Background: an optimization exercise with open tools, aiming at small area, a short achievable clock period and few clock cycles per item. Do not read the settings as production practice.
RTL that was checked went through simulation tests only; none was proved equivalent to the original.

==> flow/design.v <==
package bat_pkg;
   localparam int TABLE_ENTRIES = 16;
   localparam int ADDR_W        = 32;
   localparam int COUNT_OUT_W   = 5;
   localparam int CNT_W         = $clog2(TABLE_ENTRIES + 1);
   typedef enum logic [1:0] {
      OP_CHECK  = 2'd0,
      OP_SET    = 2'd1,
      OP_DELETE = 2'd2,
      OP_CLEAR  = 2'd3
   } op_type;
   localparam logic [1:0] DELTA_SAME = 2'd0;
   localparam logic [1:0] DELTA_INC  = 2'd1;
   localparam logic [1:0] DELTA_DEC  = 2'd2;
   localparam logic [1:0] DELTA_ZERO = 2'd3;
endpackage
module bat_ctrl (
   input  logic        clock,
   input  logic        reset,
   input  logic        req_valid,
   output logic        req_ready,
   output logic        req_fire,
   input  logic        pend_valid,   
   input  logic        res_valid,    
   input  logic        res_success,
   input  logic [bat_pkg::COUNT_OUT_W-1:0] res_count,
   input  logic [1:0]  res_delta,    
   output logic        rsp_valid,
   input  logic        rsp_ready,
   output logic        rsp_success,
   output logic [bat_pkg::COUNT_OUT_W-1:0] rsp_entry_count
);
   localparam int CW = bat_pkg::COUNT_OUT_W;
   localparam int RW = CW + 1;
   localparam int DW = 3;
   logic [3:0]    qv_ff;             
   logic [RW-1:0] h_ff;              
   logic [DW-1:0] d_ff [1:3];        
   logic [RW-1:0] res;
   logic [DW-1:0] res_d;
   logic          pop;
   logic          ready_ff;
   logic [3:0]    qv_sh, qv_push, qv_in;
   logic [DW-1:0] d_sh [1:3];
   logic [RW-1:0] h_next;
   logic [CW-1:0] h_cnt, next_cnt;
   assign res   = {res_success, res_count};
   assign res_d = {res_success, res_delta};
   assign pop   = qv_ff[0] && rsp_ready;
   assign req_ready = ready_ff;
   assign req_fire  = req_valid && ready_ff;
   assign rsp_valid       = qv_ff[0];
   assign rsp_success     = h_ff[RW-1];
   assign rsp_entry_count = h_ff[RW-2:0];
   assign h_cnt = h_ff[CW-1:0];
   always_comb begin
      unique case (d_ff[1][1:0])
         bat_pkg::DELTA_SAME: next_cnt = h_cnt;
         bat_pkg::DELTA_INC:  next_cnt = h_cnt + CW'(1);
         bat_pkg::DELTA_DEC:  next_cnt = h_cnt - CW'(1);
         default:             next_cnt = '0;
      endcase
   end
   always_comb begin
      qv_sh   = pop ? {1'b0, qv_ff[3:1]} : qv_ff;
      d_sh[1] = pop ? d_ff[2] : d_ff[1];
      d_sh[2] = pop ? d_ff[3] : d_ff[2];
      d_sh[3] = d_ff[3];
      qv_push = {4{res_valid}} & ~qv_sh & {qv_sh[2:0], 1'b1};
      h_next  = !qv_sh[0] ? res : {d_ff[1][DW-1], next_cnt};
   end
   assign qv_in = qv_sh | qv_push;
   always_ff @(posedge clock) begin
      if (reset) begin
         qv_ff    <= '0;
         ready_ff <= 1'b1;
      end else begin
         qv_ff    <= qv_in;
         ready_ff <= req_fire ? (pend_valid ? !qv_in[1] : !qv_in[2])
                              : (pend_valid ? !qv_in[2] : !qv_in[3]);
      end
   end
   always_ff @(posedge clock) begin
      if (!qv_sh[0] || pop) h_ff <= h_next;
      for (int k = 1; k < 4; k++) begin
         d_ff[k] <= qv_sh[k] ? d_sh[k] : res_d;
      end
   end
endmodule
module bat_datapath (
   input  logic                            clock,
   input  logic                            reset,
   input  logic                            req_fire,
   input  logic [1:0]                      req_operation,
   input  logic [bat_pkg::ADDR_W-1:0]      req_address,
   output logic                            pend_valid,
   output logic                            res_valid,
   output logic                            res_success,
   output logic [bat_pkg::COUNT_OUT_W-1:0] res_count,
   output logic [1:0]                      res_delta
);
   localparam int N = bat_pkg::TABLE_ENTRIES;
   logic [bat_pkg::ADDR_W-1:0] addr_ff [N];
   logic [N-1:0]               valid_ff;
   logic [bat_pkg::CNT_W-1:0]  count_ff;
   logic                       v0_ff;
   logic [1:0]                 op0_ff;
   logic [bat_pkg::ADDR_W-1:0] key0_ff;
   logic                       v_ff;
   logic [1:0]                 op_ff;
   logic [bat_pkg::ADDR_W-1:0] key_ff;
   logic [N-1:0]               eq_ff;      
   logic [N-1:0] eq_in;
   logic         fwd;
   logic [N-1:0] match, alloc, free_below;
   logic         hit, full, is_chk, is_set, is_del, is_clr, claim, drop;
   logic [N-1:0] valid_in;
   logic [bat_pkg::CNT_W-1:0] count_in;
   always_comb begin
      fwd = (key_ff == key0_ff);
      for (int i = 0; i < N; i++) begin
         eq_in[i] = alloc[i] ? fwd : (addr_ff[i] == key0_ff);
      end
   end
   always_ff @(posedge clock) begin
      if (reset) begin
         v0_ff <= 1'b0;
         v_ff  <= 1'b0;
      end else begin
         v0_ff <= req_fire;
         v_ff  <= v0_ff;
      end
      op0_ff  <= req_operation;
      key0_ff <= req_address;
      op_ff   <= op0_ff;
      key_ff  <= key0_ff;
      eq_ff  <= eq_in;
   end
   always_comb begin
      is_chk = v_ff && (op_ff == bat_pkg::OP_CHECK);
      is_set = v_ff && (op_ff == bat_pkg::OP_SET);
      is_del = v_ff && (op_ff == bat_pkg::OP_DELETE);
      is_clr = v_ff && (op_ff == bat_pkg::OP_CLEAR);
      for (int i = 0; i < N; i++) begin
         match[i] = valid_ff[i] && eq_ff[i];
      end
      hit  = |match;
      full = count_ff[bat_pkg::CNT_W-1];
      free_below[0] = 1'b0;
      for (int i = 1; i < N; i++) begin
         free_below[i] = free_below[i-1] || !valid_ff[i-1];
      end
      alloc = ~valid_ff & ~free_below;
      claim = is_set && !hit && !full;
      drop  = is_del && hit;
      for (int i = 0; i < N; i++) begin
         valid_in[i] = !is_clr && ((valid_ff[i] && !(is_del && match[i])) || (claim && alloc[i]));
      end
      if (is_clr)     count_in = '0;
      else if (claim) count_in = count_ff + bat_pkg::CNT_W'(1);
      else if (drop)  count_in = count_ff - bat_pkg::CNT_W'(1);
      else            count_in = count_ff;
      res_success = hit || is_clr || (is_set && !full);
   end
   assign pend_valid = v0_ff;
   assign res_valid  = v_ff;
   assign res_count = bat_pkg::COUNT_OUT_W'(count_in);
   assign res_delta = is_clr ? bat_pkg::DELTA_ZERO :
                      claim  ? bat_pkg::DELTA_INC  :
                      drop   ? bat_pkg::DELTA_DEC  : bat_pkg::DELTA_SAME;
   always_ff @(posedge clock) begin
      if (reset) begin
         valid_ff <= '0;
         count_ff <= '0;
      end else begin
         valid_ff <= valid_in;
         count_ff <= count_in;
      end
      for (int i = 0; i < N; i++) begin
         if (alloc[i]) addr_ff[i] <= key_ff;
      end
   end
endmodule
module breakpoint_address_table_unit (
   input  logic                   clock,
   input  logic                   reset,
   input  logic                   req_valid,
   output logic                   req_ready,
   input  logic [1:0]             req_operation,
   input  logic [bat_pkg::ADDR_W-1:0]      req_address,
   output logic                   rsp_valid,
   input  logic                   rsp_ready,
   output logic                   rsp_success,
   output logic [bat_pkg::COUNT_OUT_W-1:0] rsp_entry_count
);
   logic                            req_fire;
   logic                            pend_valid;
   logic                            res_valid;
   logic                            res_success;
   logic [bat_pkg::COUNT_OUT_W-1:0] res_count;
   logic [1:0]                      res_delta;
   bat_ctrl u_ctrl (
      .clock           (clock),
      .reset           (reset),
      .req_valid       (req_valid),
      .req_ready       (req_ready),
      .req_fire        (req_fire),
      .pend_valid      (pend_valid),
      .res_valid       (res_valid),
      .res_success     (res_success),
      .res_count       (res_count),
      .res_delta       (res_delta),
      .rsp_valid       (rsp_valid),
      .rsp_ready       (rsp_ready),
      .rsp_success     (rsp_success),
      .rsp_entry_count (rsp_entry_count)
   );
   bat_datapath u_datapath (
      .clock         (clock),
      .reset         (reset),
      .req_fire      (req_fire),
      .req_operation (req_operation),
      .req_address   (req_address),
      .pend_valid    (pend_valid),
      .res_valid     (res_valid),
      .res_success   (res_success),
      .res_count     (res_count),
      .res_delta     (res_delta)
   );
endmodule
export LEC_CHECK = 0
export CAP_MARGIN = 20
export CORE_MARGIN = 2
export CORE_UTILIZATION = 65
export CTS_BUF_LIST = sky130_fd_sc_hd__clkbuf_16
export CTS_CLUSTER_DIAMETER = 100
export CTS_CLUSTER_SIZE = 30
export SETUP_SLACK_MARGIN = 3.75
export SLEW_MARGIN = 20
create_clock -name core_clock -period 6.0 [get_ports {clock}]
standard.sh (not shown) runs the stock make flow with config.mk's settings and CLKGATE_MAP_FILE= SYNTH_SCRIPT=/design/flow/synth_recipe.tcl, a recipe that flattens the netlist after the stock synthesis.
==> flow/flow/run.sh <==
#!/bin/bash
set -euo pipefail
bash standard.sh "BUFFER_PORTS_ARGS=-buffer_cell sky130_fd_sc_hd__buf_2" finish > make_finish.log 2>&1
Change:
--- a/flow/design.v
+++ b/flow/design.v
@@ -46,15 +46,17 @@
    logic [CW-1:0] h_cnt, next_cnt;
    assign res   = {res_success, res_count};
    assign res_d = {res_success, res_delta};
    assign pop   = qv_ff[0] && rsp_ready;
    assign req_ready = ready_ff;
    assign req_fire  = req_valid && ready_ff;
-   assign rsp_valid       = qv_ff[0];
-   assign rsp_success     = h_ff[RW-1];
-   assign rsp_entry_count = h_ff[RW-2:0];
+   logic          ov_ff;
+   logic [RW-1:0] o_ff;
+   assign rsp_valid       = ov_ff;
+   assign rsp_success     = o_ff[RW-1];
+   assign rsp_entry_count = o_ff[RW-2:0];
    assign h_cnt = h_ff[CW-1:0];
    always_comb begin
       unique case (d_ff[1][1:0])
          bat_pkg::DELTA_SAME: next_cnt = h_cnt;
          bat_pkg::DELTA_INC:  next_cnt = h_cnt + CW'(1);
          bat_pkg::DELTA_DEC:  next_cnt = h_cnt - CW'(1);
@@ -78,13 +80,18 @@
          qv_ff    <= qv_in;
          ready_ff <= req_fire ? (pend_valid ? !qv_in[1] : !qv_in[2])
                               : (pend_valid ? !qv_in[2] : !qv_in[3]);
       end
    end
    always_ff @(posedge clock) begin
-      if (!qv_sh[0] || pop) h_ff <= h_next;
+      if (reset) ov_ff <= 1'b0;
+      else       ov_ff <= qv_ff[1] || (ov_ff && !rsp_ready) || res_valid;
+   end
+   always_ff @(posedge clock) begin
+      h_ff <= (qv_sh[0] && !pop) ? o_ff : h_next;
+      o_ff <= (qv_sh[0] && !pop) ? h_ff : h_next;
       for (int k = 1; k < 4; k++) begin
          d_ff[k] <= qv_sh[k] ? d_sh[k] : res_d;
       end
    end
 endmodule
 module bat_datapath (
@@ -109,13 +116,25 @@
    logic                       v_ff;
    logic [1:0]                 op_ff;
    logic [bat_pkg::ADDR_W-1:0] key_ff;
    logic [N-1:0]               eq_ff;      
    logic [N-1:0] eq_in;
    logic         fwd;
-   logic [N-1:0] match, alloc, free_below;
+   logic [N-1:0] match, alloc;
+   logic [N-1:0] alloc_ff;     
+   logic [N-1:0] alloc_in, alloc_after_claim, alloc_after_delete;
+   function automatic logic [N-1:0] lowest_free(input logic [N-1:0] used);
+      logic [N-1:0] r;
+      logic         found;
+      found = 1'b0;
+      for (int i = 0; i < N; i++) begin
+         r[i]  = !used[i] && !found;
+         found = found || !used[i];
+      end
+      lowest_free = r;
+   endfunction
    logic         hit, full, is_chk, is_set, is_del, is_clr, claim, drop;
    logic [N-1:0] valid_in;
    logic [bat_pkg::CNT_W-1:0] count_in;
    always_comb begin
       fwd = (key_ff == key0_ff);
       for (int i = 0; i < N; i++) begin
@@ -143,18 +162,19 @@
       is_clr = v_ff && (op_ff == bat_pkg::OP_CLEAR);
       for (int i = 0; i < N; i++) begin
          match[i] = valid_ff[i] && eq_ff[i];
       end
       hit  = |match;
       full = count_ff[bat_pkg::CNT_W-1];
-      free_below[0] = 1'b0;
-      for (int i = 1; i < N; i++) begin
-         free_below[i] = free_below[i-1] || !valid_ff[i-1];
-      end
-      alloc = ~valid_ff & ~free_below;
+      alloc = alloc_ff;
       claim = is_set && !hit && !full;
+      alloc_after_claim  = lowest_free(valid_ff | alloc_ff);
+      alloc_after_delete = lowest_free(valid_ff & ~({N{is_del}} & match));
+      if (is_clr)     alloc_in = {{(N-1){1'b0}}, 1'b1};
+      else if (claim) alloc_in = alloc_after_claim;
+      else            alloc_in = alloc_after_delete;
       drop  = is_del && hit;
       for (int i = 0; i < N; i++) begin
          valid_in[i] = !is_clr && ((valid_ff[i] && !(is_del && match[i])) || (claim && alloc[i]));
       end
       if (is_clr)     count_in = '0;
       else if (claim) count_in = count_ff + bat_pkg::CNT_W'(1);
@@ -169,15 +189,17 @@
                       claim  ? bat_pkg::DELTA_INC  :
                       drop   ? bat_pkg::DELTA_DEC  : bat_pkg::DELTA_SAME;
    always_ff @(posedge clock) begin
       if (reset) begin
          valid_ff <= '0;
          count_ff <= '0;
+         alloc_ff <= {{(N-1){1'b0}}, 1'b1};
       end else begin
          valid_ff <= valid_in;
          count_ff <= count_in;
+         alloc_ff <= alloc_in;
       end
       for (int i = 0; i < N; i++) begin
          if (alloc[i]) addr_ff[i] <= key_ff;
       end
    end
 endmodule
Critical path depth stays the same. Setup slack gets better by 90 ps. Global-route usage falls by 0.35 points. Routed wire length went up by 1.9%. Final cell count grows by 6.2%. Cell area goes up by 3.2%.
Testbench counts after the change, summed over its fixed seeds: cycles 6,012, items 6,000.
For the first run of this note, only the layout was checked, not whether the RTL still works.

==> static timing again, ports no longer ideal <==
The results above use ideal ports. As a check the final layouts listed here were re-extracted and re-timed, cells and wires unchanged.
Step 1, drivers: a clkbuf_16 drives clock and a buf_2 each remaining input, both assumed.
Step 2, shift: input delay + t, output delay - t, t = (earliest + latest rising clock arrival at the registers) / 2. This alone moves slack from input paths to output paths.
a / b / c = ideal ports / drivers / drivers and shift; a / b = the first two.
| run | t (ns) | slack for setup (ns) | worst setup path after step 2 | worst register clock-pin slew, ns | pins driven straight from the clock port |
|---|---|---|---|---|---|
| the first run | 0.649 | 3.638 / 3.579 / 3.328 | input to register | 0.12 / 0.12 | 1 |
| the second run | 0.662 | 3.728 / 3.673 / 3.271 | input to register | 0.12 / 0.12 | 1 |
After both steps setup and hold are still met in every run listed. For the second run, which loses most, drivers alone change the setup slack by -0.055 ns; drivers and shift together by -0.457 ns.
